Source: an optimization exercise on an open RTL-to-GDS flow (aim: small area and a short achievable clock period). Production flows keep margins and buffers that such runs may drop. Where RTL was checked, it was by simulation tests only, not by an equivalence proof against the original. No functional check of the RTL was part of runs 1 and 2. Power figures rest on the tool's default switching activity, not on a simulated workload.

==> design.v <==
module ram_sdp_be_bit_next (
    input  logic q,
    input  logic d,
    input  logic sel,
    input  logic sel_n,
    output logic nxt
);
    assign nxt = (q & sel_n) | (d & sel);
endmodule
module ram_sdp_be_rd_aoi #(
    parameter int N = 3
) (
    input  logic [N-1:0] d,
    input  logic [N-1:0] sel,
    output logic         y_n
);
    assign y_n = !(|(d & sel));
endmodule
module ram_sdp_be_rd_or #(
    parameter int N = 22
) (
    input  logic [N-1:0] g_n,
    output logic         y
);
    assign y = !(&g_n);
endmodule
module ram_sdp_be #(
    parameter int DATA_WIDTH = 32,
    parameter int ADDR_WIDTH = 6
) (
    input  logic                      clk,
    input  logic                      rst_n,
    input  logic                      we,
    input  logic [ADDR_WIDTH-1:0]     waddr,
    input  logic [DATA_WIDTH-1:0]     wdata,
    input  logic [DATA_WIDTH/8-1:0]   wbe,
    input  logic                      re,
    input  logic [ADDR_WIDTH-1:0]     raddr,
    output logic [DATA_WIDTH-1:0]     rdata,
    output logic                      rvalid,
    input  logic                      perr_inject,
    output logic [DATA_WIDTH/8-1:0]   rd_perr
);
    localparam int NB    = DATA_WIDTH / 8;
    localparam int DEPTH = 2 ** ADDR_WIDTH;
    localparam int BW    = 9;       
    generate
        if (DATA_WIDTH % 8 != 0) begin : g_bad_width
            $error("ram_sdp_be: DATA_WIDTH must be a multiple of 8");
        end
    endgenerate
    logic [BW-1:0] wr_lane [NB];
    always_comb begin
        for (int i = 0; i < NB; i++) begin
            wr_lane[i][7:0] = wdata[8*i +: 8];
            wr_lane[i][8]   = (^wdata[8*i +: 8]) ^ perr_inject;
        end
    end
    logic [BW-1:0] mem [DEPTH][NB];
    for (genvar w = 0; w < DEPTH; w++) begin : g_word
        logic wsel;
        assign wsel = rst_n && we && (waddr == ADDR_WIDTH'(w));
        for (genvar i = 0; i < NB; i++) begin : g_lane
            logic          sel;
            logic [BW-1:0] q, nxt;
            assign sel = wsel && wbe[i];
            for (genvar b = 0; b < BW; b++) begin : g_bit
                ram_sdp_be_bit_next u_next (
                    .q    (q[b]),
                    .d    (wr_lane[i][b]),
                    .sel  (sel),
                    .sel_n(!sel),
                    .nxt  (nxt[b])
                );
            end
            always_ff @(posedge clk) begin
                q <= nxt;
            end
            assign mem[w][i] = q;
        end
    end
    logic [ADDR_WIDTH-1:0] s1_addr;
    logic                  s1_valid;
    logic [NB-1:0]         s1_fwd;
    always_ff @(posedge clk) begin
        s1_addr  <= raddr;
        s1_valid <= rst_n && re;
        for (int i = 0; i < NB; i++) begin
            s1_fwd[i] <= we && wbe[i] && (waddr == raddr);
        end
    end
    logic [DEPTH-1:0] rsel;
    logic [BW-1:0]    rd_lane [NB];
    always_comb begin
        for (int w = 0; w < DEPTH; w++) begin
            rsel[w] = (s1_addr == ADDR_WIDTH'(w));
        end
    end
    for (genvar i = 0; i < NB; i++) begin : g_rd_lane
        for (genvar b = 0; b < BW; b++) begin : g_rd_bit
            logic [DEPTH-1:0] col;
            for (genvar w = 0; w < DEPTH; w++) begin : g_col
                assign col[w] = mem[w][i][b];
            end
            localparam int NG = (DEPTH + 2) / 3;
            logic [NG-1:0] grp_n;
            for (genvar g = 0; g < NG; g++) begin : g_grp
                localparam int LO = 3 * g;
                localparam int N  = (DEPTH - LO < 3) ? DEPTH - LO : 3;
                ram_sdp_be_rd_aoi #(.N(N)) u_aoi (
                    .d  (col[LO +: N]),
                    .sel(rsel[LO +: N]),
                    .y_n(grp_n[g])
                );
            end
            ram_sdp_be_rd_or #(.N(NG)) u_or (
                .g_n(grp_n),
                .y  (rd_lane[i][b])
            );
        end
    end
    always_ff @(posedge clk) begin
        rvalid <= rst_n && s1_valid;
        for (int i = 0; i < NB; i++) begin
            rdata[8*i +: 8] <= rd_lane[i][7:0];
            rd_perr[i]      <= !s1_fwd[i] && (^rd_lane[i]);
        end
    end
endmodule
module ram_sdp_be_top (
    input  logic        clk,
    input  logic        rst_n,
    input  logic        we,
    input  logic [5:0]  waddr,
    input  logic [31:0] wdata,
    input  logic [3:0]  wbe,
    input  logic        re,
    input  logic [5:0]  raddr,
    output logic [31:0] rdata,
    output logic        rvalid,
    input  logic        perr_inject,
    output logic [3:0]  rd_perr
);
    ram_sdp_be #(
        .DATA_WIDTH(32),
        .ADDR_WIDTH(6)
    ) u_ram (
        .clk        (clk),
        .rst_n      (rst_n),
        .we         (we),
        .waddr      (waddr),
        .wdata      (wdata),
        .wbe        (wbe),
        .re         (re),
        .raddr      (raddr),
        .rdata      (rdata),
        .rvalid     (rvalid),
        .perr_inject(perr_inject),
        .rd_perr    (rd_perr)
    );
endmodule
==> run.sh <==
#!/bin/bash
# synth_recipe.tcl (not shown) runs the flow's synth.tcl, then flattens the netlist and writes it again
# the make line also repeats each setting of config.mk as NAME=value (left out here)
make -C /OpenROAD-flow-scripts/flow DESIGN_CONFIG=/design/flow/config.mk WORK_HOME=/design/flow/orfs CLKGATE_MAP_FILE= SYNTH_SCRIPT=/design/flow/synth_recipe.tcl finish
==> config.mk <==
export PLATFORM = sky130hd
export DESIGN_NAME = ram_sdp_be_top
export DESIGN_NICKNAME = ram_sdp_be_top
export VERILOG_FILES = /design/flow/design.v
export SDC_FILE = /design/flow/constraint.sdc
export NUM_CORES = 4
export LEC_CHECK = 0
export CAP_MARGIN = 20
export CORE_MARGIN = 2
export CORE_UTILIZATION = 45
export SLEW_MARGIN = 20
export SYNTH_HIERARCHICAL = 1
==> constraint.sdc <==
create_clock -name core_clock -period 5.0 [get_ports {clk}]
set_input_delay 1.0000 -clock core_clock [delete_from_list [all_inputs] [get_ports {clk}]]
set_output_delay 1.0000 -clock core_clock [all_outputs]
set_load 0.01 [all_outputs]
==> results by group, run 1 <==
Hold path
  – Hold path startpoint: u_ram.s1_valid
  – Hold Path Sink: u_ram.rvalid
  – Hold Path Class: reg2reg
  – Hold depth: 1

Setup path
  – CP Capture Type: flop
  – R2R Path Start: u_ram.s1_addr[4]
  – CP Class: reg2reg
  – Buffers & Inverters on Critical Path: 2
  – CP Data Required Time: 5.77 ns
  – Critical-path maximum fanout: 36
  – Top delay family on crit path: simple AND/OR/NAND/NOR gates
  – R2R Setup Slk: 0.36 ns
  – Slowest stage cell, crit path: nor4_1
  – Worst EP arrival: 5.41 ns
  – Crit-path cells: or2_2, buf_4, buf_4, nor2_4, a222oi_1, nand4_1, nor4_1, nand4_1, xnor2_1, xnor3_1, mux2_2
  – Critical R2R Capture: u_ram.rd_perr[0]
  – Worst stage delay on the critical path: 0.91 ns
  – Worst reg2reg path depth: 11
  – Startpoint types: flop

Timing
  – Relative slew margins: 15.4%
  – Final Cycle Share: 92.8%
  – Worst slew pin tran: 1.27 ns
  – Clock Skews: 0.0518 ns
  – RSZ-0062 raised after global routing: false
  – Endpoints failing setup: 0
  – Minimum clock period: 4.64 ns
  – Final Hold Vio Count: 0
  – Setup TNS: 0 ns
  – Fin. max-slew vios: 0
  – Fmax: 216 MHz

Logic synthesis
  – Synth Net Count: 6685
  – Register area share after synthesis: 58.0%
  – Mapped Area: 81200 sq um
  – Mux contribution to synthesized area: 0.0555%
  – Number of flops mapped to enable cells by yosys: 0
  – Ys async rst share: 0%
  – Post-Synth Simple-Gate Area: 6.26%
  – Yosys warning count: 12
  – Post-synthesis cell type count: 34
  – Post-synth top area share: 58.0%
  – Xor/xnor share of the synthesized area: 0.786%
  – Flops & latches, synth: 2352
  – Most frequent cells after synthesis: 2352 x dfxtp_1, 2304 x a22o_1, 756 x a222oi_1
  – Area contributors post-synth: dfxtp_1 58%, a22o_1 25%, a222oi_1 9.3%
  – Syn avg cell area: 12.2 sq um
  – Count leader, synth: dfxtp_1
  – Main combinational cell family by area after synthesis: compound AO/OA/AOI/OAI gates
  – Synth Flop Type: dfxtp_1
  – Post-Synth Adder-Cell Area: 0%
  – Mapped Cells: 6632
  – Synth Area in Compound Gates: 34.2%
  – Post-synth top area cell: dfxtp_1

GRT
  – First-pass GRT wire length: 474 mm
  – Total gr overflow: 0
  – GRT Total Usage: 34.2%
  – Antenna violations before repair: 8
  – Largest net degree at the start of global routing: 66
  – Vias in the first global route: 65.9k

Pwr
  – Pwr Density: 437 nW/um^2
  – LEAKAGE: 35.0 nW
  – VDD IR max: 298 uV

Die
  – I/O pin count: 90
  – Die Ht: 429 um
  – Die Wd: 429 um
  – Die area: 184000 sq um
  – Num rows: 155
  – Core box area: 179000 sq um
  – Initial core utilization: 45.4%

CTS
  – Clk pin slew, worst setup/hold paths: 0.06 ns
  – CTS Buf Count: 232
  – H-tree depth: 4
  – Setup Buffers After CTS: 0
  – Clock sinks: 2352
  – Max Root-Sink Buffers: 3
  – Resize count post-CTS: 0
  – CTS Hold Buffers Added: 0
  – Clock root buffer master: clkbuf_16
  – Clock latency on the worst-skew pair: 0.89 ns
  – CTS tree: built

Placed design
  – IO Port Bufs: 89
  – RePlAce Congestion: 0.957
  – HPWL after detailed placement: 213 mm
  – Placed cell count: 9206
  – Placed cell areas: 87000 sq um

Status
  – Status: no timing/DRC/antenna violations

Detailed routing
  – Total routed wirelength: 330 mm
  – Vias post-DR: 69.8k
  – First-pass DRT Iterations: 14
  – Drt wl/cell: 34.2 um
  – Routed vias/inst: 7.23
  – Final ANT Viol Nets: 0
  – Final routed DRC violation total: 0
  – Starting DRT DRC Count: 12.8k

Cells and area
  – Non-Filler Instances: 9651
  – Filler cell count: 15.4k
  – Final net count: 7140
  – Area of the multi-input gates: 34100 sq um
  – Share of cells above drive strength 1: 10.7%
  – Area Overhead vs Synth: 17.3%
  – Finished Cell Area: 95200 sq um
  – Register area: 47100 sq um

Run
  – Max_cap viols: 0
-- report_power, final --
| group | switching (W) | total, W | internal [W] | leakage (nW) |
|---|---|---|---|---|
| Combinational | 0.00158 | 0.00272 | 0.00114 | 11.9 |
| Clock | 0.00771 | 0.0184 | 0.0107 | 3.99 |
| Sequential | 0.000655 | 0.0204 | 0.0198 | 19.1 |
| Total | 0.00995 | 0.0416 | 0.0316 | 35.0 |
-- cell type report --
type	count	area share, %
diodes	7	0.0184
repair buffers	349	3.11
multi-input cells	4151	35.8
inverters	1	0.00394
well taps	2355	3.09
clock inverters	97	1.30
clock buffers	339	7.21
flip-flops and latches	2352	49.4
-- through the flow --
stage / power (W) / hold slack, ns / setup slack, ns / util (%)
detailed placement: 0.0235 / 0.417 / 0.564 / 48.7
finish: 0.0416 / 0.430 / 0.361 / 53.3
global placement: 0.0234 / 0.412 / 0.592 / 48.7
floorplan: 0.0221 / 0.406 / 0.589 / -
CTS: 0.0416 / 0.396 / 0.531 / 53.2
global route: 0.0427 / 0.423 / 0.392 / 53.2
-- how the worst max path moves through the flow --
stage | startpoint | to | slack (ns) | cells past startpoint
floorplan | wdata[3] | u_ram.g_word[0].g_lane[0].q[8] | 0.59 | 4
global placement | u_ram.s1_addr[4] | u_ram.rd_perr[0] | 0.59 | 11
detailed placement | u_ram.s1_addr[4] | u_ram.rd_perr[0] | 0.56 | 11
CTS | u_ram.s1_addr[4] | u_ram.rd_perr[0] | 0.53 | 11
global route | u_ram.s1_addr[4] | u_ram.rd_perr[0] | 0.39 | 11
finish | u_ram.s1_addr[4] | u_ram.rd_perr[0] | 0.36 | 11
-- routing by layer --
metal  global-route usage (%)  routed length [um]
met1                     45.3              132000
met2                     51.2              143000
met3                     7.27               32400
met4                     20.4               22000
met5                        0                  52
-- cell families (layout without fill, tap and decap cells) --
logic type                Yosys count  after routing
AOI/OAI and AO/OA                3060           3060
xor gates and xnor gates           54             54
buffers and inverters             129            786
DFF                              2352           2352
muxes                               4              4
other                               0              7
and+or+nand+nor                  1033           1033
-- flip-flops by register name, summed over array words and instances, names as in the netlist --
name and flops:
u_ram.s1_valid 1, u_ram.rdata 32, u_ram.rd_perr 4, u_ram.s1_fwd 4
u_ram.g_word.g_lane.q 2304, u_ram.rvalid 1, u_ram.s1_addr 6
-- placed cells by master, fill, tap and decap left out, types with 8 or more instances in the layout --
| master | Yosys | routed |
|---|---|---|
| clkbuf_8 | 0 | 55 |
| dfxtp_1 | 2352 | 2352 |
| nand2_1 | 200 | 200 |
| clkdlybuf4s50_1 | 0 | 52 |
| clkinvlp_4 | 0 | 11 |
| nor2_1 | 328 | 264 |
| xnor2_1 | 34 | 30 |
| nor2b_1 | 12 | 12 |
| nor4_1 | 36 | 36 |
| nand4_1 | 183 | 183 |
| buf_12 | 0 | 15 |
| clkbuf_16 | 0 | 237 |
| clkbuf_1 | 53 | 47 |
| xnor3_1 | 12 | 12 |
| clkinv_2 | 0 | 52 |
| buf_4 | 1 | 264 |
| xor2_1 | 8 | 8 |
| a222oi_1 | 756 | 756 |
| buf_2 | 61 | 15 |
| and2_1 | 9 | 9 |
| nor2_4 | 0 | 66 |
| a22o_1 | 2304 | 2304 |
| and4_1 | 37 | 36 |
| nand3_1 | 198 | 198 |
| bufinv_16 | 0 | 23 |
==> run 2, diff against run 1 <==
--- a/config.mk
+++ b/config.mk
@@ -8,5 +8,6 @@
 export CAP_MARGIN = 20
 export CORE_MARGIN = 2
 export CORE_UTILIZATION = 45
+export SETUP_SLACK_MARGIN = 2.3
 export SLEW_MARGIN = 20
 export SYNTH_HIERARCHICAL = 1
==> run 2 against run 1 <==
Compared with the run above: still clean on timing, DRC and antenna; first-iteration DRC count rose by 12%; global-route usage increased by 2.7 points; sequential cell count is the same; combinational power increased by 12%; area after synthesis is the same; setup slack improved by 0.83 ns; via count up 5.0%; critical endpoint unchanged; highest routed layer unchanged.
==> results by group, run 2 <==
Detailed routing
  – Routed vias/inst: 7.36 (+1.8%)
  – Starting DRT DRC Count: 14.4k (+12%)
  – Vias post-DR: 73.3k (+5.0%)
  – Final routed DRC violation total: 0 (unchanged)
  – First-pass DRT Iterations: 14 (unchanged)
  – Final ANT Viol Nets: 0 (unchanged)
  – Total routed wirelength: 359 mm (+8.9%)
  – Drt wl/cell: 36.1 um (+5.6%)

CTS
  – CTS tree: built
  – Clock sinks: 2352 (unchanged)
  – H-tree depth: 4 (unchanged)
  – Clock latency on the worst-skew pair: 0.90 ns (about the same)
  – Max Root-Sink Buffers: 3 (unchanged)
  – CTS Buf Count: 234 (+0.86%)
  – Clk pin slew, worst setup/hold paths: 0.06 ns (about the same)
  – Clock root buffer master: clkbuf_16

Setup path
  – CP Data Required Time: 5.78 ns (about the same)
  – Startpoint types: flop
  – R2R Setup Slk: 1.19 ns (+0.83 ns)
  – Levels on crit path: 12 (+1)
  – Critical R2R Capture: u_ram.rd_perr[0]
  – Worst stage delay on the critical path: 0.55 ns (-0.36 ns)
  – R2R Path Start: u_ram.s1_addr[5]
  – Critical Path Source: u_ram.s1_addr[5]
  – Worst Setup EP: u_ram.rd_perr[0]
  – Crit-path cells: or2_4, buf_12, nor2_4, buf_12, buf_4, a222oi_1, nand4_1, nor4_4, nand4_1, xnor2_2, xnor3_1, mux2_2
  – Slowest stage cell, crit path: a222oi_1
  – CP Class: reg2reg
  – Critical-path maximum fanout: 11 (-69%)
  – Worst reg2reg path depth: 12 (+1)
  – Top delay family on crit path: simple AND/OR/NAND/NOR gates
  – Buffers & Inverters on Critical Path: 3 (+1)
  – Worst EP arrival: 4.58 ns (-0.83 ns)
  – CP Capture Type: flop

Timing
  – Hold Slack: 0.431 ns (+0.00151 ns)
  – Relative slew margins: 31.8% (+16 points)
  – Setup TNS: 0 ns (unchanged)
  – Fin. max-slew vios: 0 (unchanged)
  – Final Hold Vio Count: 0 (unchanged)
  – Worst slew pin tran: 1.02 ns (-0.243 ns)
  – Minimum clock period: 3.81 ns (-0.834 ns)
  – Final Cycle Share: 76.1% (-17 points)
  – RSZ-0062 raised after global routing: true
  – Endpoints failing setup: 0 (unchanged)
  – Clock Skews: 0.0369 ns (-0.0149 ns)
  – Fmax: 263 MHz (+22%)

Logic synthesis
  – Post-synth top area cell: dfxtp_1
  – Area contributors post-synth: dfxtp_1 58%, a22o_1 25%, a222oi_1 9.3%
  – Number of flops mapped to enable cells by yosys: 0 (unchanged)
  – Register area share after synthesis: 58.0% (unchanged)
  – Most frequent cells after synthesis: 2352 x dfxtp_1, 2304 x a22o_1, 756 x a222oi_1
  – Post-synth top area share: 58.0% (unchanged)
  – Post-synthesis cell type count: 34 (unchanged)
  – Ys async rst share: 0% (unchanged)
  – Syn avg cell area: 12.2 sq um (unchanged)
  – Synth Flop Type: dfxtp_1
  – Mapped Cells: 6632 (unchanged)
  – Flops & latches, synth: 2352 (unchanged)
  – Count leader, synth: dfxtp_1
  – Mapped Area: 81200 sq um (unchanged)
  – Synth Net Count: 6685 (unchanged)
  – Yosys warning count: 12 (unchanged)

Placed design
  – HPWL after detailed placement: 210 mm (-1.7%)
  – IO Port Bufs: 89 (unchanged)
  – RePlAce Congestion: 0.907 (-5.2%)

Die
  – Die Ht: 429 um (unchanged)
  – I/O pin count: 90 (unchanged)
  – Die area: 184000 sq um (unchanged)
  – Initial core utilization: 45.4% (unchanged)
  – Core box area: 179000 sq um (unchanged)
  – Num rows: 155 (unchanged)
  – Die Wd: 429 um (unchanged)

Status
  – Status: no timing/DRC/antenna violations

Pwr
  – LEAKAGE: 37.2 nW (+6.4%)
  – Pwr Density: 419 nW/um^2 (-4.1%)
  – Pwr Total: 0.0420 W (+0.91%)
  – VDD IR max: 318 uV (+6.9%)

Cells and area
  – Area Overhead vs Synth: 23.5%
  – Register area: 47100 sq um (+0.10%)
  – Filler cell count: 14.9k (-3.1%)
  – Commonest cells after routing, fill and taps aside: 2332 x dfxtp_1, 2304 x a22o_1, 756 x a222oi_1
  – Max reg flops: 2304 (unchanged)
  – Largest Register: u_ram.g_word.g_lane.q
  – Final net count: 7442 (+4.2%)
  – Commonest non-fill, non-tap cell in the layout: dfxtp_1
  – Area of the multi-input gates: 35700 sq um (+4.7%)
  – Largest registers: u_ram.g_word.g_lane.q: 2304 flops, u_ram.rdata: 32 flops, u_ram.s1_addr: 6 flops
  – Share of cells above drive strength 1: 17.9% (+7.2 points)

GRT
  – Vias in the first global route: 68.3k (+3.6%)
  – Largest net degree at the start of global routing: 66 (unchanged)
  – First-pass GRT wire length: 503 mm (+6.3%)
  – Total gr overflow: 0 (unchanged)
  – GRT Total Usage: 36.9% (+2.7 points)
  – Antenna violations before repair: 21 (+13)

Hold path
  – Hold Path Class: reg2reg

Run
  – Max_cap viols: 0 (unchanged)
## run 2: cell counts after synthesis
No cell type changed its count.
## run 2: timing repair
action / 4_1_cts / 5_1_grt
pin swaps: 159 / 128
gates cloned: 31 / 1
gates resized for setup: 388 / 65
buffers inserted: 199 / 89
setup endpoints to repair: 2377 / 914
hold buffers: 0 / 0
## run 2: per-layer routing
metal  GRT usage, %  vias up  part of all wire, %
met2           53.2     5421                   42
met4           22.5       18                  7.3
li1               -    30200                    -
met5              0        -                0.053
met3           9.45     1046                   12
met1           49.4    36605                   39
## run 2: cells by family (layout without fill, tap and decap cells)
group	after synthesis	after routing	synth area share, %
compound gates	3060	3060	34.2
xor+xnor	54	55	0.786
buf+inv	129	1055	0.715
flops	2352	2352	58.0
mux	4	4	0.0555
other cells	0	14	0
simple gates	1033	1059	6.26
## run 2: where the power goes
group          internal [W]  switching, W  total [W]
sequential           0.0198      0.000634     0.0204
combinational       0.00132       0.00174    0.00306
clock                0.0108       0.00771     0.0185
## run 2: metrics by stage
step                instance area, sq um  worst slack (ns)  instances  util [%]
finish                            100000              1.19       9954      56.1
global route                      100000              1.23       9946      56.0
detailed placement                 87400             0.507       9188      48.9
CTS                                99100              1.41       9850      55.4
floorplan                          82000              2.23       6632         -
global placement                   87300             0.538       9186      48.8
## run 2: worst min path at each step
stage	from	to	slack, ns	cells past startpoint
CTS	u_ram.s1_valid	u_ram.rvalid	0.44	1
detailed placement	u_ram.s1_valid	u_ram.rvalid	0.42	1
global route	u_ram.s1_valid	u_ram.rvalid	0.48	1
finish	u_ram.s1_valid	u_ram.rvalid	0.43	1
global placement	u_ram.s1_valid	u_ram.rvalid	0.41	1
floorplan	u_ram.s1_valid	u_ram.rvalid	0.41	1
## run 2: final cells by class
cell class	instances	share of cell area, %
Sequential cell	2352	47.0
Multi-Input combinational cell	4178	35.6
Clock buffer	352	7.02
Timing Repair Buffer	622	6.27
Tap cell	2355	2.94
Clock inverter	80	1.07
Antenna cell	14	0.0350
Inverter	1	0.00749
==> run 3, diff against run 2 <==
--- a/design.v
+++ b/design.v
@@ -16,13 +16,23 @@
 );
     assign y_n = !(|(d & sel));
 endmodule
-module ram_sdp_be_rd_or #(
-    parameter int N = 22
-) (
-    input  logic [N-1:0] g_n,
-    output logic         y
+module ram_sdp_be_nand4 (
+    input  logic [3:0] a,
+    output logic       y
 );
-    assign y = !(&g_n);
+    assign y = !(&a);
+endmodule
+module ram_sdp_be_nor3 (
+    input  logic [2:0] a,
+    output logic       y
+);
+    assign y = !(|a);
+endmodule
+module ram_sdp_be_nand2 (
+    input  logic [1:0] a,
+    output logic       y
+);
+    assign y = !(&a);
 endmodule
 module ram_sdp_be #(
     parameter int DATA_WIDTH = 32,
@@ -47,6 +57,9 @@
     generate
         if (DATA_WIDTH % 8 != 0) begin : g_bad_width
             $error("ram_sdp_be: DATA_WIDTH must be a multiple of 8");
+        end
+        if (ADDR_WIDTH != 6) begin : g_bad_depth
+            $error("ram_sdp_be: the read tree is built for ADDR_WIDTH 6");
         end
     endgenerate
     logic [BW-1:0] wr_lane [NB];
@@ -79,11 +92,13 @@
             assign mem[w][i] = q;
         end
     end
-    logic [ADDR_WIDTH-1:0] s1_addr;
+    logic [DEPTH-1:0]      s1_rsel;
     logic                  s1_valid;
     logic [NB-1:0]         s1_fwd;
     always_ff @(posedge clk) begin
-        s1_addr  <= raddr;
+        for (int w = 0; w < DEPTH; w++) begin
+            s1_rsel[w] <= (raddr == ADDR_WIDTH'(w));
+        end
         s1_valid <= rst_n && re;
         for (int i = 0; i < NB; i++) begin
             s1_fwd[i] <= we && wbe[i] && (waddr == raddr);
@@ -91,11 +106,7 @@
     end
     logic [DEPTH-1:0] rsel;
     logic [BW-1:0]    rd_lane [NB];
-    always_comb begin
-        for (int w = 0; w < DEPTH; w++) begin
-            rsel[w] = (s1_addr == ADDR_WIDTH'(w));
-        end
-    end
+    assign rsel = s1_rsel;
     for (genvar i = 0; i < NB; i++) begin : g_rd_lane
         for (genvar b = 0; b < BW; b++) begin : g_rd_bit
             logic [DEPTH-1:0] col;
@@ -113,10 +124,15 @@
                     .y_n(grp_n[g])
                 );
             end
-            ram_sdp_be_rd_or #(.N(NG)) u_or (
-                .g_n(grp_n),
-                .y  (rd_lane[i][b])
-            );
+            logic [5:0] l2;
+            logic [1:0] l3_n;
+            for (genvar k = 0; k < 5; k++) begin : g_l2
+                ram_sdp_be_nand4 u_nand (.a(grp_n[4*k +: 4]), .y(l2[k]));
+            end
+            ram_sdp_be_nand2 u_nand_l2 (.a(grp_n[21:20]), .y(l2[5]));
+            ram_sdp_be_nor3 u_nor_a (.a(l2[2:0]), .y(l3_n[0]));
+            ram_sdp_be_nor3 u_nor_b (.a(l2[5:3]), .y(l3_n[1]));
+            ram_sdp_be_nand2 u_nand_l4 (.a(l3_n), .y(rd_lane[i][b]));
         end
     end
     always_ff @(posedge clk) begin
--- a/config.mk
+++ b/config.mk
@@ -8,6 +8,6 @@
 export CAP_MARGIN = 20
 export CORE_MARGIN = 2
 export CORE_UTILIZATION = 45
-export SETUP_SLACK_MARGIN = 2.3
+export SETUP_SLACK_MARGIN = 2.5
 export SLEW_MARGIN = 20
 export SYNTH_HIERARCHICAL = 1
==> run 3 against run 2 <==
Compared with the run above: sequential share of layout area grew 1.9 points; clock power barely moved; sequential cell count grew 58; largest power group unchanged.
==> results by group, run 3 <==
Pwr
  – Sw Share: 24.1% (about the same)
  – Pwr Density: 428 nW/um^2 (+2.3%)
  – Pwr Total: 0.0424 W (+0.97%)
  – P_sw: 0.0102 W (+1.1%)
  – Clk pwr share: 43.8% (-0.2 points)
  – Reg power frac: 49.3% (+0.6 points)
  – VDD IR max: 409 uV (+28%)
  – Combinational Power Share: 6.9% (-0.4 points)
  – LEAKAGE: 36.6 nW (-1.8%)
  – P_int: 0.0322 W (+0.95%)

Setup path
  – Critical-path maximum fanout: 10 (-1)
  – CP Class: reg2reg
  – CP Capture Type: flop
  – Worst EP arrival: 3.92 ns (-0.66 ns)
  – CP Data Required Time: 5.77 ns (about the same)
  – Startpoint types: flop

Cells and area
  – Max reg flops: 2304 (unchanged)
  – Share of cells above drive strength 1: 16.4% (-1.5 points)
  – Final net count: 7289 (-2.1%)
  – Final core utilization: 54.0% (-2.0 points)
  – Finished Cell Area: 98900 sq um (-1.3%)
  – Largest Register: u_ram.g_word.g_lane.q
  – Area Overhead vs Synth: 19.3%
  – Commonest cells after routing, fill and taps aside: 2345 x dfxtp_1, 2304 x a22o_1, 756 x a222oi_1
  – Largest registers: u_ram.g_word.g_lane.q: 2304 flops, u_ram.s1_rsel: 64 flops, u_ram.rdata: 32 flops
  – Commonest non-fill, non-tap cell in the layout: dfxtp_1

CTS
  – Max Root-Sink Buffers: 3 (unchanged)
  – CTS tree: built
  – Clock sinks: 2410 (+2.5%)
  – Clk pin slew, worst setup/hold paths: 0.06 ns (about the same)
  – Clock latency on the worst-skew pair: 0.91 ns (about the same)
  – Clock root buffer master: clkbuf_16
  – CTS Buf Count: 239 (+2.1%)
  – H-tree depth: 4 (unchanged)

Timing
  – Relative slew margins: 20.0% (-12 points)
  – Minimum clock period: 3.15 ns (-0.651 ns)
  – Fmax: 317 MHz (+21%)
  – Fin. max-slew vios: 0 (unchanged)
  – Setup TNS: 0 ns (unchanged)
  – Worst slew pin tran: 1.20 ns (+0.178 ns)
  – Final Hold Vio Count: 0 (unchanged)
  – Final Cycle Share: 63.1% (-13 points)
  – Clock Skews: 0.0258 ns (-0.0111 ns)
  – Hold Slack: 0.426 ns (-0.00571 ns)
  – RSZ-0062 raised after global routing: true
  – Endpoints failing setup: 0 (unchanged)

GRT
  – Largest net degree at the start of global routing: 65 (-1.5%)
  – First-pass GRT wire length: 491 mm (-2.5%)
  – Vias in the first global route: 67.3k (-1.4%)
  – Met2 Resource Use GR: 51.7% (-1.5 points)
  – Met1 usage: 47.5% (-1.9 points)
  – Antenna violations before repair: 16 (-24%)
  – Met3 Track Usage GR: 9.26% (-0.20 points)
  – GRT Total Usage: 35.5% (-1.4 points)
  – GRT Max-Usage Layer: met2
  – Total gr overflow: 0 (unchanged)

Hold path
  – Hold Path Class: reg2reg

Die
  – Die Ht: 433 um (+1.1%)
  – Die area: 188000 sq um (+2.1%)
  – I/O pin count: 90 (unchanged)
  – Num rows: 157 (+1.3%)
  – Core box area: 183000 sq um (+2.4%)
  – Die Wd: 433 um (+1.1%)
  – Initial core utilization: 45.3% (-0.11 points)

Placed design
  – RePlAce Congestion: 0.917 (+1.2%)
  – IO Port Bufs: 89 (unchanged)
  – HPWL after detailed placement: 216 mm (+3.1%)
  – Placed cell areas: 87900 sq um (+0.61%)

Logic synthesis
  – Area contributors post-synth: dfxtp_1 58%, a22o_1 24%, a222oi_1 9.1%
  – Syn avg cell area: 12.3 sq um (+0.11%)
  – Mapped Cells: 6767 (+2.0%)
  – Count leader, synth: dfxtp_1
  – Synth Net Count: 6820 (+2.0%)
  – Mapped Area: 82900 sq um (+2.1%)
  – Register area share after synthesis: 58.2% (+0.18 points)
  – Post-synthesis cell type count: 30 (-12%)
  – Post-synth top area share: 58.2% (+0.18 points)
  – Yosys warning count: 12 (unchanged)
  – Flops & latches, synth: 2410 (+2.5%)
  – Number of flops mapped to enable cells by yosys: 0 (unchanged)
  – Most frequent cells after synthesis: 2410 x dfxtp_1, 2304 x a22o_1, 756 x a222oi_1
  – Ys async rst share: 0% (unchanged)
  – Synth Flop Type: dfxtp_1
  – Post-synth top area cell: dfxtp_1

Status
  – Status: no timing/DRC/antenna violations

Detailed routing
  – Total routed wirelength: 349 mm (-2.8%)
  – Starting DRT DRC Count: 13.8k (-4.5%)
  – Final routed DRC violation total: 0 (unchanged)
  – First-pass DRT Iterations: 14 (unchanged)
  – Final ANT Viol Nets: 0 (unchanged)
  – Vias post-DR: 71.6k (-2.2%)
  – Drt wl/cell: 35.3 um (-2.3%)
  – Routed vias/inst: 7.23 (-1.8%)

Run
  – Max_cap viols: 0 (unchanged)
run 3: cell count changes after synthesis, moves of 2 or more:
cell / before / now
nor4_1: 36 / 4
nand2_1: 200 / 275
dfxtp_1: 2352 / 2410
nor3_2: 1 / 72
and4_1: 37 / 1
buf_2: 61 / 63
or3_1: 2 / 0
buf_1: 10 / 5
nand3_1: 198 / 196
clkbuf_1: 53 / 37
buf_4: 1 / 19
nor3_1: 4 / 0
buf_6: 2 / 7
run 3: cells by family (layout without fill, tap and decap cells):
logic type             Yosys count  in the layout  share of synthesized area [%]
flip-flops                    2410           2410                           58.2
other                            0              6                              0
AND/OR/NAND/NOR               1106           1107                           6.69
buffers and inverters          133            801                          0.848
multiplexers                     4              4                         0.0543
XOR/XNOR                        54             54                          0.770
AO/OA/AOI/OAI                 3060           3060                           33.5
run 3: worst max-delay path, cell delays in order, from the launching register on:
cell,delay (ns)
dfxtp_2,0.45
a222oi_1,0.54
nand4_1,0.39
nor3_2,0.38
nand2_1,0.22
xnor3_2,0.51
nor2b_1,0.17
mux2_4,0.35
run 3: repair_timing:
action | 4_1_cts | 5_1_grt
pin swaps | 142 | 47
hold buffers | 0 | 0
gates cloned | 2 | 0
setup endpoints to repair | 2365 | 1830
setup buffers | 70 | 16
resized for setup | 481 | 166
run 3: Yosys stat by module (local to each module, per instance), excerpt:
module,times used,area [sq um]
ram_sdp_be_bit_next,2304,8.76
ram_sdp_be_nand2,72,3.75
ram_sdp_be_nor3,72,10.0
ram_sdp_be_nand4,180,6.26
run 3: layer usage:
metal  vias to the layer above  part of all wire, %
met5                         -                0.042
met4                        12                  5.7
met3                       820                   12
met2                      4968                   43
met1                     35954                   39
li1                      29889                    -
run 3: metrics by stage:
step           std cells  setup WS, ns
2_1_floorplan       6767          2.24
5_1_grt             9902          1.88
4_1_cts             9883          1.94
3_5_place_dp        9370         0.696
3_3_place_gp        9369         0.726
6_report            9906          1.85
run 3: area by class of cell:
type                            count  area (sq um)
Sequential cell                  2410         48400
Inverter                            1          7.51
Timing Repair Buffer              359          3590
Fill cell                       15596         84200
Tap cell                         2464          3080
Clock inverter                     79          1020
Multi-Input combinational cell   4225         35600
Clock buffer                      362          7120
Antenna cell                        6          15.0
run 3: power groups by stage:
stage	registers (W)	logic [W]	clock network, W
finish	0.0209	0.00293	0.0186
global route	0.0210	0.00302	0.0194
CTS	0.0208	0.00282	0.0187
detailed placement	0.0213	0.00273	0
global placement	0.0213	0.00267	0
floorplan	0.0211	0.00149	0
run 3: worst paths after layout:
path	start	end	slack, ns	depth (start not counted)
worst min register to register	u_ram.s1_valid	u_ram.rvalid	0.43	1
worst min-delay path	u_ram.s1_valid	u_ram.rvalid	0.43	1
worst max register to register	u_ram.s1_rsel[15]	u_ram.rd_perr[2]	1.85	7
worst max-delay path	u_ram.s1_rsel[15]	u_ram.rd_perr[2]	1.85	7
==> run 4, diff against run 3 <==
--- a/design.v
+++ b/design.v
@@ -92,21 +92,13 @@
             assign mem[w][i] = q;
         end
     end
-    logic [DEPTH-1:0]      s1_rsel;
-    logic                  s1_valid;
-    logic [NB-1:0]         s1_fwd;
-    always_ff @(posedge clk) begin
+    logic [DEPTH-1:0] rsel;
+    logic [BW-1:0]    rd_lane [NB];
+    always_comb begin
         for (int w = 0; w < DEPTH; w++) begin
-            s1_rsel[w] <= (raddr == ADDR_WIDTH'(w));
-        end
-        s1_valid <= rst_n && re;
-        for (int i = 0; i < NB; i++) begin
-            s1_fwd[i] <= we && wbe[i] && (waddr == raddr);
+            rsel[w] = (raddr == ADDR_WIDTH'(w));
         end
     end
-    logic [DEPTH-1:0] rsel;
-    logic [BW-1:0]    rd_lane [NB];
-    assign rsel = s1_rsel;
     for (genvar i = 0; i < NB; i++) begin : g_rd_lane
         for (genvar b = 0; b < BW; b++) begin : g_rd_bit
             logic [DEPTH-1:0] col;
@@ -135,11 +127,23 @@
             ram_sdp_be_nand2 u_nand_l4 (.a(l3_n), .y(rd_lane[i][b]));
         end
     end
+    logic [NB*BW-1:0]      s1_old;
+    logic [DATA_WIDTH-1:0] s1_wdata;
+    logic [NB-1:0]         s1_fwd;
+    logic                  s1_valid;
+    always_ff @(posedge clk) begin
+        s1_wdata <= wdata;
+        s1_valid <= rst_n && re;
+        for (int i = 0; i < NB; i++) begin
+            s1_old[BW*i +: BW] <= rd_lane[i];
+            s1_fwd[i] <= we && wbe[i] && (waddr == raddr);
+        end
+    end
     always_ff @(posedge clk) begin
         rvalid <= rst_n && s1_valid;
         for (int i = 0; i < NB; i++) begin
-            rdata[8*i +: 8] <= rd_lane[i][7:0];
-            rd_perr[i]      <= !s1_fwd[i] && (^rd_lane[i]);
+            rdata[8*i +: 8] <= s1_fwd[i] ? s1_wdata[8*i +: 8] : s1_old[BW*i +: 8];
+            rd_perr[i]      <= !s1_fwd[i] && (^s1_old[BW*i +: BW]);
         end
     end
 endmodule
--- a/config.mk
+++ b/config.mk
@@ -8,6 +8,9 @@
 export CAP_MARGIN = 20
 export CORE_MARGIN = 2
 export CORE_UTILIZATION = 45
+export CTS_BUF_LIST = sky130_fd_sc_hd__clkbuf_16
+export CTS_CLUSTER_DIAMETER = 80
+export CTS_CLUSTER_SIZE = 24
 export SETUP_SLACK_MARGIN = 2.5
 export SLEW_MARGIN = 20
 export SYNTH_HIERARCHICAL = 1
==> run 4 against run 3 <==
Compared with the run above: total power is 16% lower; first-iteration DRC count is 2.8% higher; area after synthesis is 0.49% higher; global-route usage is 0.14 points lower; still clean on timing, DRC and antenna; via count is 1.1% higher; sequential power hardly changed; critical path depth is 3 higher; die area is 0.49% higher; setup slack better by 0.42 ns; clock power is 38% lower; critical path type is now in2reg; critical endpoint is now u_ram.s1_old[6]; sequential share of layout area is 0.82 points higher; clock skew is 0.017 ns higher.
==> results by group, run 4 <==
Logic synthesis
  – Synth Area in Compound Gates: 33.3% (-0.14 points)
  – Register area share after synthesis: 58.0% (-0.19 points)
  – Mapped Cells: 6805 (+0.56%)
  – Most frequent cells after synthesis: 2414 x dfxtp_1, 2304 x a22o_1, 756 x a222oi_1
  – Mapped Area: 83300 sq um (+0.49%)
  – Synth Net Count: 6858 (+0.56%)
  – Area contributors post-synth: dfxtp_1 58%, a22o_1 24%, a222oi_1 9.1%
  – Mux contribution to synthesized area: 0.486% (+0.43 points)
  – Count leader, synth: dfxtp_1
  – Synth Flop Type: dfxtp_1
  – Post-synthesis cell type count: 37 (+23%)
  – Flops & latches, synth: 2414 (+0.17%)
  – Ys async rst share: 0% (unchanged)
  – Post-Synth Simple-Gate Area: 6.65% (-0.039 points)
  – Syn avg cell area: 12.2 sq um (about the same)
  – Main combinational cell family by area after synthesis: compound AO/OA/AOI/OAI gates
  – Post-Synth Adder-Cell Area: 0% (unchanged)
  – Post-synth top area share: 58.0% (-0.19 points)
  – Post-synth top area cell: dfxtp_1
  – Xor/xnor share of the synthesized area: 0.734% (-0.035 points)
  – Yosys warning count: 12 (unchanged)
  – Number of flops mapped to enable cells by yosys: 0 (unchanged)

CTS
  – Clk pin slew, worst setup/hold paths: 0.09 ns (+0.03 ns)
  – Max Root-Sink Buffers: 3 (unchanged)
  – Clock latency on the worst-skew pair: 0.84 ns (-0.07 ns)
  – CTS Hold Buffers Added: 0 (unchanged)
  – Clock root buffer master: clkbuf_16
  – CTS tree: built
  – H-tree depth: 3 (-1)
  – CTS Buf Count: 121 (-49%)
  – Clock sinks: 2414 (+0.17%)

Setup path
  – Worst EP arrival: 3.47 ns (-0.45 ns)
  – Buffers & Inverters on Critical Path: 4 (+4)
  – Crit-path cells: buf_6, clkinvlp_4, nand2_8, buf_4, buf_4, nor2_4, a222oi_1, nand4_1, nor3_2, nand2_1
  – Critical-path maximum fanout: 15 (+5)
  – Worst stage delay on the critical path: 0.66 ns (+0.12 ns)
  – CP Class: in2reg
  – Top delay family on crit path: simple AND/OR/NAND/NOR gates
  – CP Capture Type: flop
  – Slowest stage cell, crit path: a222oi_1
  – CP Data Required Time: 5.73 ns (-0.04 ns)
  – Startpoint types: primary input
  – CP most frequent cell: buf_4

Cells and area
  – Max reg flops: 2304 (unchanged)
  – Final net count: 7426 (+1.9%)
  – Share of cells above drive strength 1: 15.8% (-0.60 points)
  – Area Overhead vs Synth: 16.5%
  – Commonest cells after routing, fill and taps aside: 2413 x dfxtp_1, 2304 x a22o_1, 756 x a222oi_1
  – Largest registers: u_ram.g_word.g_lane.q: 2304 flops, u_ram.s1_old: 36 flops
  – Finished Cell Area: 97100 sq um (-1.9%)
  – Commonest non-fill, non-tap cell in the layout: dfxtp_1
  – Largest Register: u_ram.g_word.g_lane.q

Timing
  – Final Cycle Share: 54.7% (-8.4 points)
  – Fmax: 366 MHz (+15%)
  – RSZ-0062 raised after global routing: true
  – Endpoints failing setup: 0 (unchanged)
  – Clock Skews: 0.0428 ns (+0.0170 ns)
  – Relative slew margins: 24.6% (+4.6 points)
  – Final Hold Vio Count: 0 (unchanged)
  – Hold Slack: 0.438 ns (+0.0124 ns)
  – Worst slew pin tran: 1.13 ns (-0.0688 ns)
  – Setup TNS: 0 ns (unchanged)
  – Fin. max-slew vios: 0 (unchanged)
  – Minimum clock period: 2.74 ns (-0.419 ns)

Detailed routing
  – Starting DRT DRC Count: 14.2k (+2.8%)
  – Routed vias/inst: 7.31 (+1.1%)
  – Vias post-DR: 72.4k (+1.1%)
  – Final routed DRC violation total: 0 (unchanged)
  – Drt wl/cell: 35.4 um (+0.47%)
  – First-pass DRT Iterations: 14 (unchanged)
  – Final ANT Viol Nets: 0 (unchanged)
  – Total routed wirelength: 351 mm (+0.43%)

GRT
  – First-pass GRT wire length: 493 mm (+0.46%)
  – Met3 Track Usage GR: 8.80% (-0.45 points)
  – Met2 Resource Use GR: 51.9% (+0.28 points)
  – GRT Max-Usage Layer: met2
  – Antenna violations before repair: 23 (+7)
  – Vias in the first global route: 67.1k (-0.35%)
  – GRT Total Usage: 35.4% (-0.14 points)
  – Total gr overflow: 0 (unchanged)
  – Largest net degree at the start of global routing: 66 (+1.5%)
  – Met1 usage: 47.8% (+0.30 points)

Die
  – Die Wd: 434 um (+0.24%)
  – Num rows: 157 (unchanged)
  – Die Ht: 434 um (+0.24%)
  – Initial core utilization: 45.4% (+0.13 points)
  – I/O pin count: 90 (unchanged)
  – Die area: 189000 sq um (+0.49%)
  – Core box area: 183000 sq um (+0.21%)

Hold path
  – Hold Path Class: reg2reg

Pwr
  – LEAKAGE: 35.7 nW (-2.4%)
  – Pwr Density: 365 nW/um^2 (-15%)
  – Pwr Total: 0.0354 W (-16%)
  – VDD IR max: 341 uV (-17%)

Run
  – Max_cap viols: 0 (unchanged)

Placed design
  – IO Port Bufs: 89 (unchanged)
  – HPWL after detailed placement: 217 mm (+0.39%)
  – RePlAce Congestion: 0.927 (+1.0%)
  – Placed cell areas: 89900 sq um (+2.3%)

Status
  – Status: no timing/DRC/antenna violations
-- run 4: cell count changes after synthesis, moves of 2 or more --
cell	change
nand3_1	-2
buf_4	-14
dfxtp_1	+4
mux2_2	+32
inv_1	+4
xnor2_1	-2
or3_1	+2
nand2_1	-3
buf_2	+3
clkbuf_1	+12
-- run 4: metal layers --
layer / up-vias / part of all wire (%)
met4: 6 / 5.9
met3: 806 / 11
met5: - / 0.011
li1: 30162 / -
met2: 5044 / 43
met1: 36412 / 40
-- run 4: cell type report --
type                            count  area, sq um
Clock buffer                      124         3100
Inverter                            6         26.3
Antenna cell                       12         30.0
Fill cell                       15805        86400
Timing Repair Buffer              547         5180
Tap cell                         2464         3080
Multi-Input combinational cell   4283        36800
Clock inverter                     52          554
Sequential cell                  2414        48300
-- run 4: repair_timing --
action,4_1_cts,5_1_grt
pin swaps,96,45
endpoints found under the setup margin,2378,1291
gates cloned,25,7
setup buffers,103,44
gates resized for setup,388,140
-- run 4: cell families (layout without fill, tap and decap cells) --
kind of cell,count (synthesis),in the layout
AOI/OAI and AO/OA,3062,3062
xor gates and xnor gates,51,51
buffers and inverters,139,729
DFF,2414,2414
muxes,36,36
other,0,12
and+or+nand+nor,1103,1134
-- run 4: through the flow --
stage	utilization, %	cells	setup slack [ns]
after detailed placement	49.0	9535	0.612
final	52.9	9902	2.26
after floorplan	-	6805	2.23
after CTS	52.3	9839	2.46
after global placement	48.9	9528	0.616
after global routing	52.9	9898	2.36
-- run 4: where the power goes --
group | internal (W) | switching, W | leakage (nW) | total (W)
logic | 0.00124 | 0.00172 | 14.3 | 0.00296
clock network | 0.00487 | 0.00660 | 1.81 | 0.0115
registers | 0.0203 | 0.000647 | 19.6 | 0.0209
-- run 4: path summary, 6_finish.rpt --
| path | startpoint | endpoint | slack [ns] | cells after the start |
|---|---|---|---|---|
| worst min-delay path | u_ram.s1_valid | u_ram.rvalid | 0.44 | 1 |
| worst max register to register | u_ram.g_word[48].g_lane[1].q[6] | u_ram.s1_old[15] | 3.00 | 4 |
| worst min register to register | u_ram.s1_valid | u_ram.rvalid | 0.44 | 1 |
| worst max-delay path | raddr[5] | u_ram.s1_old[6] | 2.26 | 10 |
-- run 4: modules after synthesis (local to each module, per instance), excerpt --
| module | flip-flops and latches | cells | times used | cell area, sq um |
|---|---|---|---|---|
| ram_sdp_be_bit_next | 0 | 1 | 2304 | 8.76 |
| ram_sdp_be_nand2 | 0 | 1 | 72 | 3.75 |
| ram_sdp_be_nand4 | 0 | 1 | 180 | 6.26 |
| ram_sdp_be_nor3 | 0 | 1 | 72 | 10.0 |
==> run 5, diff against run 4 <==
--- a/design.v
+++ b/design.v
@@ -22,11 +22,24 @@
 );
     assign y = !(&a);
 endmodule
-module ram_sdp_be_nor3 (
+module ram_sdp_be_nor2 (
+    input  logic [1:0] a,
+    output logic       y
+);
+    assign y = !(|a);
+endmodule
+module ram_sdp_be_oai21 (
+    input  logic [1:0] a,
+    input  logic       b,
+    output logic       y
+);
+    assign y = !((|a) && b);
+endmodule
+module ram_sdp_be_nand3 (
     input  logic [2:0] a,
     output logic       y
 );
-    assign y = !(|a);
+    assign y = !(&a);
 endmodule
 module ram_sdp_be_nand2 (
     input  logic [1:0] a,
@@ -93,10 +106,14 @@
         end
     end
     logic [DEPTH-1:0] rsel;
+    logic [NB-1:0]    fwd;
     logic [BW-1:0]    rd_lane [NB];
     always_comb begin
         for (int w = 0; w < DEPTH; w++) begin
             rsel[w] = (raddr == ADDR_WIDTH'(w));
+        end
+        for (int i = 0; i < NB; i++) begin
+            fwd[i] = we && wbe[i] && (waddr == raddr);
         end
     end
     for (genvar i = 0; i < NB; i++) begin : g_rd_lane
@@ -117,33 +134,41 @@
                 );
             end
             logic [5:0] l2;
-            logic [1:0] l3_n;
+            logic [2:0] l3_n;
             for (genvar k = 0; k < 5; k++) begin : g_l2
                 ram_sdp_be_nand4 u_nand (.a(grp_n[4*k +: 4]), .y(l2[k]));
             end
             ram_sdp_be_nand2 u_nand_l2 (.a(grp_n[21:20]), .y(l2[5]));
-            ram_sdp_be_nor3 u_nor_a (.a(l2[2:0]), .y(l3_n[0]));
-            ram_sdp_be_nor3 u_nor_b (.a(l2[5:3]), .y(l3_n[1]));
-            ram_sdp_be_nand2 u_nand_l4 (.a(l3_n), .y(rd_lane[i][b]));
-        end
-    end
-    logic [NB*BW-1:0]      s1_old;
-    logic [DATA_WIDTH-1:0] s1_wdata;
+            if (b < 8) begin : g_data
+                logic byp_n;
+                for (genvar k = 0; k < 3; k++) begin : g_l3
+                    ram_sdp_be_oai21 u_oai (.a(l2[2*k +: 2]), .b(!fwd[i]), .y(l3_n[k]));
+                end
+                ram_sdp_be_nand2 u_byp (.a({fwd[i], wdata[8*i+b]}), .y(byp_n));
+                ram_sdp_be_nand4 u_nand_l4 (.a({byp_n, l3_n}), .y(rd_lane[i][b]));
+            end else begin : g_par
+                for (genvar k = 0; k < 3; k++) begin : g_l3
+                    ram_sdp_be_nor2 u_nor (.a(l2[2*k +: 2]), .y(l3_n[k]));
+                end
+                ram_sdp_be_nand3 u_nand_l4 (.a(l3_n), .y(rd_lane[i][b]));
+            end
+        end
+    end
+    logic [NB*BW-1:0]      s1_word;
     logic [NB-1:0]         s1_fwd;
     logic                  s1_valid;
     always_ff @(posedge clk) begin
-        s1_wdata <= wdata;
         s1_valid <= rst_n && re;
         for (int i = 0; i < NB; i++) begin
-            s1_old[BW*i +: BW] <= rd_lane[i];
-            s1_fwd[i] <= we && wbe[i] && (waddr == raddr);
+            s1_word[BW*i +: BW] <= rd_lane[i];
+            s1_fwd[i]           <= fwd[i];
         end
     end
     always_ff @(posedge clk) begin
         rvalid <= rst_n && s1_valid;
         for (int i = 0; i < NB; i++) begin
-            rdata[8*i +: 8] <= s1_fwd[i] ? s1_wdata[8*i +: 8] : s1_old[BW*i +: 8];
-            rd_perr[i]      <= !s1_fwd[i] && (^s1_old[BW*i +: BW]);
+            rdata[8*i +: 8] <= s1_word[BW*i +: 8];
+            rd_perr[i]      <= !s1_fwd[i] && (^s1_word[BW*i +: BW]);
         end
     end
 endmodule
==> run 5 against run 4 <==
Compared with the run above: still clean; total power up 1.3%; design area shrank 0.94%; die area is 1.3% lower; core utilization increased by 0.18 points; combinational power about the same; fmax rose by 0.74%; sequential share of layout area down 0.19 points; critical path depth decreased by 4; critical path type unchanged; largest cell class unchanged; largest power group unchanged.
==> results by group, run 5 <==
Pwr
  – LEAKAGE: 35.2 nW (-1.3%)
  – VDD IR max: 288 uV (-16%)
  – Pwr Total: 0.0358 W (+1.3%)
  – Pwr Density: 373 nW/um^2 (+2.3%)

Logic synthesis
  – Most frequent cells after synthesis: 2382 x dfxtp_1, 2304 x a22o_1, 757 x a222oi_1
  – Synth Flop Type: dfxtp_1
  – Mapped Cells: 6808 (+0.044%)
  – Number of flops mapped to enable cells by yosys: 0 (unchanged)
  – Post-synthesis cell type count: 33 (-11%)
  – Synth Net Count: 6861 (+0.044%)
  – Yosys warning count: 12 (unchanged)
  – Mapped Area: 82200 sq um (-1.3%)
  – Register area share after synthesis: 58.0% (about the same)
  – Flops & latches, synth: 2382 (-1.3%)
  – Count leader, synth: dfxtp_1
  – Area contributors post-synth: dfxtp_1 58%, a22o_1 25%, a222oi_1 9.2%
  – Syn avg cell area: 12.1 sq um (-1.4%)
  – Post-synth top area cell: dfxtp_1
  – Post-synth top area share: 58.0% (about the same)
  – Ys async rst share: 0% (unchanged)

Cells and area
  – Largest Register: u_ram.g_word.g_lane.q
  – Commonest cells after routing, fill and taps aside: 2380 x dfxtp_1, 2304 x a22o_1, 757 x a222oi_1
  – Largest registers: u_ram.g_word.g_lane.q: 2304 flops, u_ram.s1_word: 36 flops, u_ram.rdata: 32 flops
  – Commonest non-fill, non-tap cell in the layout: dfxtp_1
  – Final net count: 7396 (-0.40%)
  – Max reg flops: 2304 (unchanged)
  – Share of cells above drive strength 1: 14.8% (-1.1 points)
  – Filler cell count: 15.6k (-1.3%)
  – Final core utilization: 53.1% (+0.18 points)
  – Area Overhead vs Synth: 16.9%

Detailed routing
  – Routed vias/inst: 7.41 (+1.3%)
  – Starting DRT DRC Count: 14.6k (+3.0%)
  – Vias post-DR: 72.6k (+0.23%)
  – Drt wl/cell: 35.9 um (+1.2%)
  – Total routed wirelength: 351 mm (+0.13%)
  – First-pass DRT Iterations: 14 (unchanged)
  – Final ANT Viol Nets: 0 (unchanged)
  – Final routed DRC violation total: 0 (unchanged)

CTS
  – CTS tree: built
  – Clk pin slew, worst setup/hold paths: 0.09 ns (about the same)
  – Clock latency on the worst-skew pair: 0.83 ns (about the same)
  – Clock root buffer master: clkbuf_16
  – Max Root-Sink Buffers: 3 (unchanged)
  – CTS Buf Count: 131 (+8.3%)
  – Clock sinks: 2382 (-1.3%)
  – H-tree depth: 4 (+1)

GRT
  – First-pass GRT wire length: 495 mm (+0.41%)
  – Total gr overflow: 0 (unchanged)
  – Largest net degree at the start of global routing: 66 (unchanged)
  – Vias in the first global route: 67.4k (+0.44%)
  – GRT Total Usage: 35.8% (+0.37 points)
  – Antenna violations before repair: 13 (-43%)

Timing
  – Setup TNS: 0 ns (unchanged)
  – Endpoints failing setup: 0 (unchanged)
  – Final worst slack: 2.28 ns (+0.0200 ns)
  – Minimum clock period: 2.72 ns (-0.0200 ns)
  – Final Cycle Share: 54.3% (-0.40 points)
  – Fmax: 368 MHz (+0.74%)
  – Clock Skews: 0.0446 ns (+0.00176 ns)
  – RSZ-0062 raised after global routing: true
  – Final Hold Vio Count: 0 (unchanged)
  – Fin. max-slew vios: 0 (unchanged)
  – Relative slew margins: 30.6% (+6.0 points)
  – Worst slew pin tran: 1.04 ns (-0.0901 ns)

Hold path
  – Hold Path Class: reg2reg

Placed design
  – Placement Setup Slack: 0.393 ns (-0.219 ns)
  – HPWL after detailed placement: 217 mm (-0.33%)
  – IO Port Bufs: 89 (unchanged)
  – RePlAce Congestion: 0.946 (+2.1%)

Setup path
  – CP Data Required Time: 5.77 ns (+0.04 ns)
  – Startpoint types: primary input
  – CP Class: in2reg
  – Worst EP arrival: 3.49 ns (+0.02 ns)
  – R2R Setup Slk: 3.05 ns (+0.05 ns)
  – Critical-path maximum fanout: 15 (unchanged)
  – CP Capture Type: flop

Die
  – Die area: 186000 sq um (-1.3%)
  – Initial core utilization: 45.4% (about the same)
  – Num rows: 156 (-0.64%)
  – I/O pin count: 90 (unchanged)
  – Die Ht: 431 um (-0.66%)
  – Core box area: 181000 sq um (-1.3%)
  – Die Wd: 431 um (-0.66%)

Run
  – Max_cap viols: 0 (unchanged)

Status
  – Status: no timing/DRC/antenna violations
==> run 5: cell count changes after synthesis, moves of 5 or more <==
cell / before / now
o21ai_1: 0 / 96
nor2_1: 328 / 340
mux2_2: 36 / 4
nor3_2: 72 / 0
buf_6: 8 / 0
nand2_1: 272 / 267
dfxtp_1: 2414 / 2382
nand4_1: 183 / 219
buf_2: 66 / 50
clkbuf_1: 49 / 75
and4_1: 1 / 6
==> run 5: per-module statistics from Yosys, one instance, submodules excluded, a selection <==
module / cells / flip-flops and latches
ram_sdp_be_bit_next: 1 / 0
ram_sdp_be_nand4: 1 / 0
ram_sdp_be_nand3: 1 / 0
ram_sdp_be_nor2: 1 / 0
ram_sdp_be_nand2: 1 / 0
ram_sdp_be_oai21: 1 / 0
==> run 5: layout make-up <==
| type | count | area, sq um | share of cell area, % |
|---|---|---|---|
| sequential | 2382 | 47700 | 49.6 |
| multi-input combinational | 4313 | 36200 | 37.7 |
| timing repair buffer | 512 | 5080 | 5.28 |
| clock buffer | 136 | 3400 | 3.54 |
| tap | 2370 | 2970 | 3.08 |
| clock inverter | 77 | 739 | 0.769 |
| antenna | 5 | 12.5 | 0.0130 |
| inverter | 3 | 11.3 | 0.0117 |
==> run 5: critical path, stage by stage <==
cell and delay, ns:
clkdlybuf4s18_2 0.45, buf_4 0.27, nor2b_1 0.26, nand3_1 0.59, nor2_2 0.66, a22o_1 0.22
==> run 5: final timing paths <==
path                                                startpoint                        endpoint  cells past startpoint
worst min-delay path                          u_ram.s1_word[2]                  u_ram.rdata[2]                      0
worst max register to register  u_ram.g_word[0].g_lane[3].q[8]               u_ram.s1_word[35]                      4
worst min register to register                u_ram.s1_word[2]                  u_ram.rdata[2]                      0
worst max-delay path                                  waddr[2]  u_ram.g_word[7].g_lane[1].q[2]                      6
==> run 5: kinds of logic (layout without fill, tap and decap cells) <==
family,Yosys count,in the layout,synth area share [%]
muxes,4,4,0.0548
and+or+nand+nor,1078,1099,6.16
xor gates and xnor gates,51,52,0.744
AOI/OAI and AO/OA,3158,3158,34.4
buffers and inverters,135,728,0.703
DFF,2382,2382,58.0
other,0,5,0
==> run 5: report_power, final <==
part,internal (W),total [W],switching (W)
clock network,0.00549,0.0122,0.00671
registers,0.0200,0.0207,0.000649
logic,0.00124,0.00297,0.00173
==> run 5: through the flow <==
step / area, sq um / hold WS, ns / cells
2_1_floorplan: 82900 / 0.332 / 6808
3_3_place_gp: 88400 / 0.359 / 9395
3_5_place_dp: 88400 / 0.371 / 9395
4_1_cts: 95200 / 0.383 / 9752
5_1_grt: 96100 / 0.390 / 9794
6_report: 96100 / 0.387 / 9798
==> run 5: metal layers <==
| layer | GRT usage [%] | wire length, um | vias up |
|---|---|---|---|
| met5 | 0 | 57 | - |
| met4 | 19.0 | 21800 | 10 |
| met3 | 8.10 | 38600 | 869 |
| met2 | 53.4 | 151000 | 5029 |
| met1 | 48.1 | 140000 | 36490 |
| li1 | - | - | 30195 |
==> run 5: timing repair <==
item | CTS | global route
cloned | 15 | 7
pin swaps | 91 | 52
resized for setup | 386 | 134
setup endpoints to repair | 2381 | 1144
buffers inserted | 129 | 34
hold buffers | 0 | 0
==> run 6, diff against run 5 <==
--- a/config.mk
+++ b/config.mk
@@ -11,6 +11,7 @@
 export CTS_BUF_LIST = sky130_fd_sc_hd__clkbuf_16
 export CTS_CLUSTER_DIAMETER = 80
 export CTS_CLUSTER_SIZE = 24
+export PLACE_DENSITY = 0.75
 export SETUP_SLACK_MARGIN = 2.5
 export SLEW_MARGIN = 20
 export SYNTH_HIERARCHICAL = 1
==> run 6 against run 5 <==
Compared with the run above: still clean on timing, DRC and antenna; die area did not move; critical path depth is 1 lower; synthesized cell count is the same; largest cell class unchanged; largest power group unchanged.
==> results by group, run 6 <==
Logic synthesis
  – Main combinational cell family by area after synthesis: compound AO/OA/AOI/OAI gates
  – Mapped Cells: 6808 (unchanged)
  – Register area share after synthesis: 58.0% (unchanged)
  – Post-synthesis cell type count: 33 (unchanged)
  – Flops & latches, synth: 2382 (unchanged)
  – Post-Synth Adder-Cell Area: 0% (unchanged)
  – Post-synth top area share: 58.0% (unchanged)
  – Mapped Area: 82200 sq um (unchanged)
  – Syn avg cell area: 12.1 sq um (unchanged)
  – Synth Flop Type: dfxtp_1
  – Xor/xnor share of the synthesized area: 0.744% (unchanged)
  – Post-synth top area cell: dfxtp_1
  – Mux contribution to synthesized area: 0.0548% (unchanged)
  – Ys async rst share: 0% (unchanged)
  – Most frequent cells after synthesis: 2382 x dfxtp_1, 2304 x a22o_1, 757 x a222oi_1
  – Count leader, synth: dfxtp_1
  – Yosys warning count: 12 (unchanged)
  – Area contributors post-synth: dfxtp_1 58%, a22o_1 25%, a222oi_1 9.2%
  – Post-Synth Simple-Gate Area: 6.16% (unchanged)
  – Synth Area in Compound Gates: 34.4% (unchanged)
  – Number of flops mapped to enable cells by yosys: 0 (unchanged)
  – Synth Net Count: 6861 (unchanged)

Setup path
  – CP Capture Type: flop
  – Worst stage delay on the critical path: 0.95 ns (+0.29 ns)
  – Worst Setup EP: u_ram.g_word[11].g_lane[0].q[7]
  – Critical-path maximum fanout: 20 (+5)
  – Critical Path Source: waddr[2]
  – Top delay family on crit path: simple AND/OR/NAND/NOR gates
  – Startpoint types: primary input
  – Worst EP arrival: 3.73 ns (+0.24 ns)
  – CP Class: in2reg
  – Slowest stage cell, crit path: nand3_1
  – Crit-path cells: buf_2, nor2b_1, nand3_1, nor2_2, a22o_1
  – CP Data Required Time: 5.75 ns (-0.02 ns)
  – Critical R2R Capture: u_ram.s1_word[8]
  – Levels on crit path: 5 (-1)
  – Worst reg2reg path depth: 4 (unchanged)
  – R2R Setup Slk: 2.92 ns (-0.13 ns)
  – R2R Path Start: u_ram.g_word[9].g_lane[0].q[8]
  – Buffers & Inverters on Critical Path: 1 (-1)

Die
  – Num rows: 156 (unchanged)
  – Die area: 186000 sq um (unchanged)
  – Core box area: 181000 sq um (unchanged)
  – Initial core utilization: 45.4% (unchanged)
  – Die Wd: 431 um (unchanged)
  – Die Ht: 431 um (unchanged)
  – I/O pin count: 90 (unchanged)

Detailed routing
  – First-pass DRT Iterations: 17 (+3)
  – Drt wl/cell: 35.3 um (-1.6%)
  – Total routed wirelength: 344 mm (-2.2%)
  – Final ANT Viol Nets: 0 (unchanged)
  – Final routed DRC violation total: 0 (unchanged)
  – Starting DRT DRC Count: 17.4k (+19%)
  – Vias post-DR: 75.4k (+3.8%)
  – Routed vias/inst: 7.75 (+4.5%)

Timing
  – Final Hold Vio Count: 0 (unchanged)
  – Fmax: 336 MHz (-8.8%)
  – Fin. max-slew vios: 0 (unchanged)
  – Endpoints failing setup: 0 (unchanged)
  – Final worst slack: 2.02 ns (-0.261 ns)
  – Relative slew margins: 18.1% (-13 points)
  – Worst slew pin tran: 1.23 ns (+0.185 ns)
  – Minimum clock period: 2.98 ns (+0.261 ns)
  – Setup TNS: 0 ns (unchanged)
  – RSZ-0062 raised after global routing: true
  – Clock Skews: 0.0772 ns (+0.0326 ns)
  – Final Cycle Share: 59.5% (+5.2 points)

Pwr
  – Sw Share: 25.5% (+0.19 points)
  – P_sw: 0.00885 W (-2.6%)
  – P_int: 0.0258 W (-3.6%)
  – Clk pwr share: 31.4% (-2.6 points)
  – Combinational Power Share: 8.9% (+0.6 points)
  – LEAKAGE: 35.0 nW (-0.67%)
  – VDD IR max: 404 uV (+40%)
  – Pwr Total: 0.0347 W (-3.3%)
  – Pwr Density: 361 nW/um^2 (-3.1%)
  – Reg power frac: 59.7% (+2.0 points)

CTS
  – Max Root-Sink Buffers: 3 (unchanged)
  – H-tree depth: 3 (-1)
  – CTS tree: built
  – Clock sinks: 2382 (unchanged)
  – CTS Buf Count: 117 (-11%)
  – Clk pin slew, worst setup/hold paths: 0.10 ns (about the same)
  – Clock root buffer master: clkbuf_16
  – Clock latency on the worst-skew pair: 0.85 ns (+0.02 ns)

Placed design
  – HPWL after detailed placement: 201 mm (-7.3%)
  – IO Port Bufs: 89 (unchanged)
  – RePlAce Congestion: 0.971 (+2.7%)
  – Placement Setup Slack: 0.678 ns (+0.286 ns)
  – Placed cell areas: 87900 sq um (-0.56%)

GRT
  – Total gr overflow: 0 (unchanged)
  – Vias in the first global route: 69.6k (+3.3%)
  – Largest net degree at the start of global routing: 66 (unchanged)
  – Antenna violations before repair: 20 (+7)
  – First-pass GRT wire length: 481 mm (-2.9%)
  – GRT Total Usage: 34.1% (-1.6 points)

Cells and area
  – Final net count: 7372 (-0.32%)
  – Area of the multi-input gates: 36600 sq um (+1.1%)
  – Share of cells above drive strength 1: 14.6% (-0.16 points)
  – Filler cell count: 15.0k (-3.8%)
  – Largest registers: u_ram.g_word.g_lane.q: 2304 flops, u_ram.s1_word: 36 flops, u_ram.rdata: 32 flops
  – Register area: 47700 sq um (about the same)
  – Largest Register: u_ram.g_word.g_lane.q
  – Commonest cells after routing, fill and taps aside: 2382 x dfxtp_1, 2304 x a22o_1, 757 x a222oi_1
  – Area Overhead vs Synth: 16.7%
  – Commonest non-fill, non-tap cell in the layout: dfxtp_1
  – Max reg flops: 2304 (unchanged)
  – Finished Cell Area: 96000 sq um (-0.17%)

Hold path
  – Hold Path Class: reg2reg

Run
  – Max_cap viols: 0 (unchanged)

Status
  – Status: no timing/DRC/antenna violations
## run 6: cell counts after synthesis
No cell type changed its count.
## run 6: kinds of logic (layout without fill, tap and decap cells)
| kind of cell | Yosys count | in the layout |
|---|---|---|
| flip-flops | 2382 | 2382 |
| multiplexers | 4 | 4 |
| XOR/XNOR | 51 | 52 |
| AND/OR/NAND/NOR | 1078 | 1108 |
| buffers and inverters | 135 | 643 |
| other | 0 | 14 |
| AO/OA/AOI/OAI | 3158 | 3158 |
## run 6: per-stage QoR
step                      util (%)  std cells  hold WS (ns)
final                         53.0       9731         0.446
after global routing          53.0       9724         0.445
after CTS                     52.1       9666         0.432
after detailed placement      48.5       9328         0.416
after global placement        48.5       9324         0.420
after floorplan                  -       6808         0.332
## run 6: final cells by class
type / count / area share (%)
repair buffers: 493 / 5.49
clock buffers: 117 / 3.05
well taps: 2370 / 3.09
clock inverters: 30 / 0.468
inverters: 3 / 0.0117
flip-flops and latches: 2382 / 49.7
multi-input cells: 4322 / 38.2
diodes: 14 / 0.0365
## run 6: per-layer routing
metal / GRT usage (%) / up-vias / routed length (um)
li1: - / 30078 / -
met1: 42.5 / 36711 / 121000
met2: 48.8 / 6980 / 140000
met3: 12.3 / 1584 / 52400
met4: 23.7 / 22 / 29300
met5: 2.00 / - / 587
## run 6: what timing repair did
| item | 4_1_cts | 5_1_grt |
|---|---|---|
| endpoints found under the setup margin | 2381 | 2182 |
| pin swaps | 97 | 33 |
| hold endpoints to repair | 0 | 0 |
| gates cloned | 28 | 11 |
| buffers inserted | 163 | 40 |
| hold buffers | 0 | 0 |
| resized for setup | 373 | 267 |
## run 6: how the worst min path moves through the flow
stage / to / cells past startpoint / startpoint / slack (ns)
6_report: u_ram.rdata[24] / 0 / u_ram.s1_word[27] / 0.45
5_1_grt: u_ram.rdata[24] / 0 / u_ram.s1_word[27] / 0.44
4_1_cts: u_ram.rdata[24] / 0 / u_ram.s1_word[27] / 0.43
3_5_place_dp: u_ram.rdata[24] / 0 / u_ram.s1_word[27] / 0.42
3_3_place_gp: u_ram.rvalid / 1 / u_ram.s1_valid / 0.42
2_1_floorplan: u_ram.rdata[17] / 0 / u_ram.s1_word[19] / 0.33
## run 6: power by group through the flow
stage	clock network [W]	registers [W]	logic, W
2_1_floorplan	0	0.0209	0.00156
3_3_place_gp	0	0.0210	0.00262
3_5_place_dp	0	0.0211	0.00269
4_1_cts	0.0108	0.0206	0.00285
5_1_grt	0.0115	0.0208	0.00313
6_report	0.0109	0.0207	0.00308
## run 6: per-module statistics from Yosys, one instance, submodules excluded, a selection
module / copies in the design / flip-flops and latches
ram_sdp_be_nand2: 68 / 0
ram_sdp_be_nand4: 212 / 0
ram_sdp_be_nand3: 4 / 0
ram_sdp_be_nor2: 12 / 0
ram_sdp_be_bit_next: 2304 / 0
ram_sdp_be_oai21: 96 / 0
## run 6: worst reg2reg max path: stages (launching register included)
cell and delay [ns]:
dfxtp_1 0.35, a222oi_1 0.72, nand4_1 0.47, nor2_2 0.32, nand3_1 0.11

==> static timing again, ports no longer ideal <==
In the flow no input, the clock included, has a driving cell. The finished layouts below were timed again as built, in two steps. Step 1, drivers: a clkbuf_16 drives clk and a buf_2 each remaining input, both assumed. Step 2, shift: input delay + t, output delay - t, t = (earliest + latest rising clock arrival at the registers) / 2. This alone moves slack from input paths to output paths. a / b / c = no drivers / after step 1 / after step 2; a / b = the first two.
run | t, ns | slack for setup (ns) | latest minus earliest clock arrival (ns) | worst slew at a driven data input, ns | cell pins on the clock port's net
run 1 | 0.947 | 0.361 / 0.361 / 0.361 | 0.053 / 0.053 | 0.14 | 1
run 2 | 0.964 | 1.195 / 1.195 / 1.195 | 0.052 / 0.052 | 0.08 | 1
run 3 | 0.985 | 1.845 / 1.845 / 1.486 | 0.048 / 0.048 | 0.17 | 1
run 4 | 0.901 | 2.264 / 2.192 / 1.290 | 0.063 / 0.063 | 0.21 | 1
run 5 | 0.901 | 2.284 / 2.310 / 1.409 | 0.048 / 0.047 | 0.21 | 1
run 6 | 0.909 | 2.023 / 1.927 / 1.018 | 0.084 / 0.084 | 0.24 | 1
After both steps every run listed still meets setup and hold. The setup slack of run 6, which loses most, moves by -0.096 ns with the drivers and by -1.005 ns with both steps.
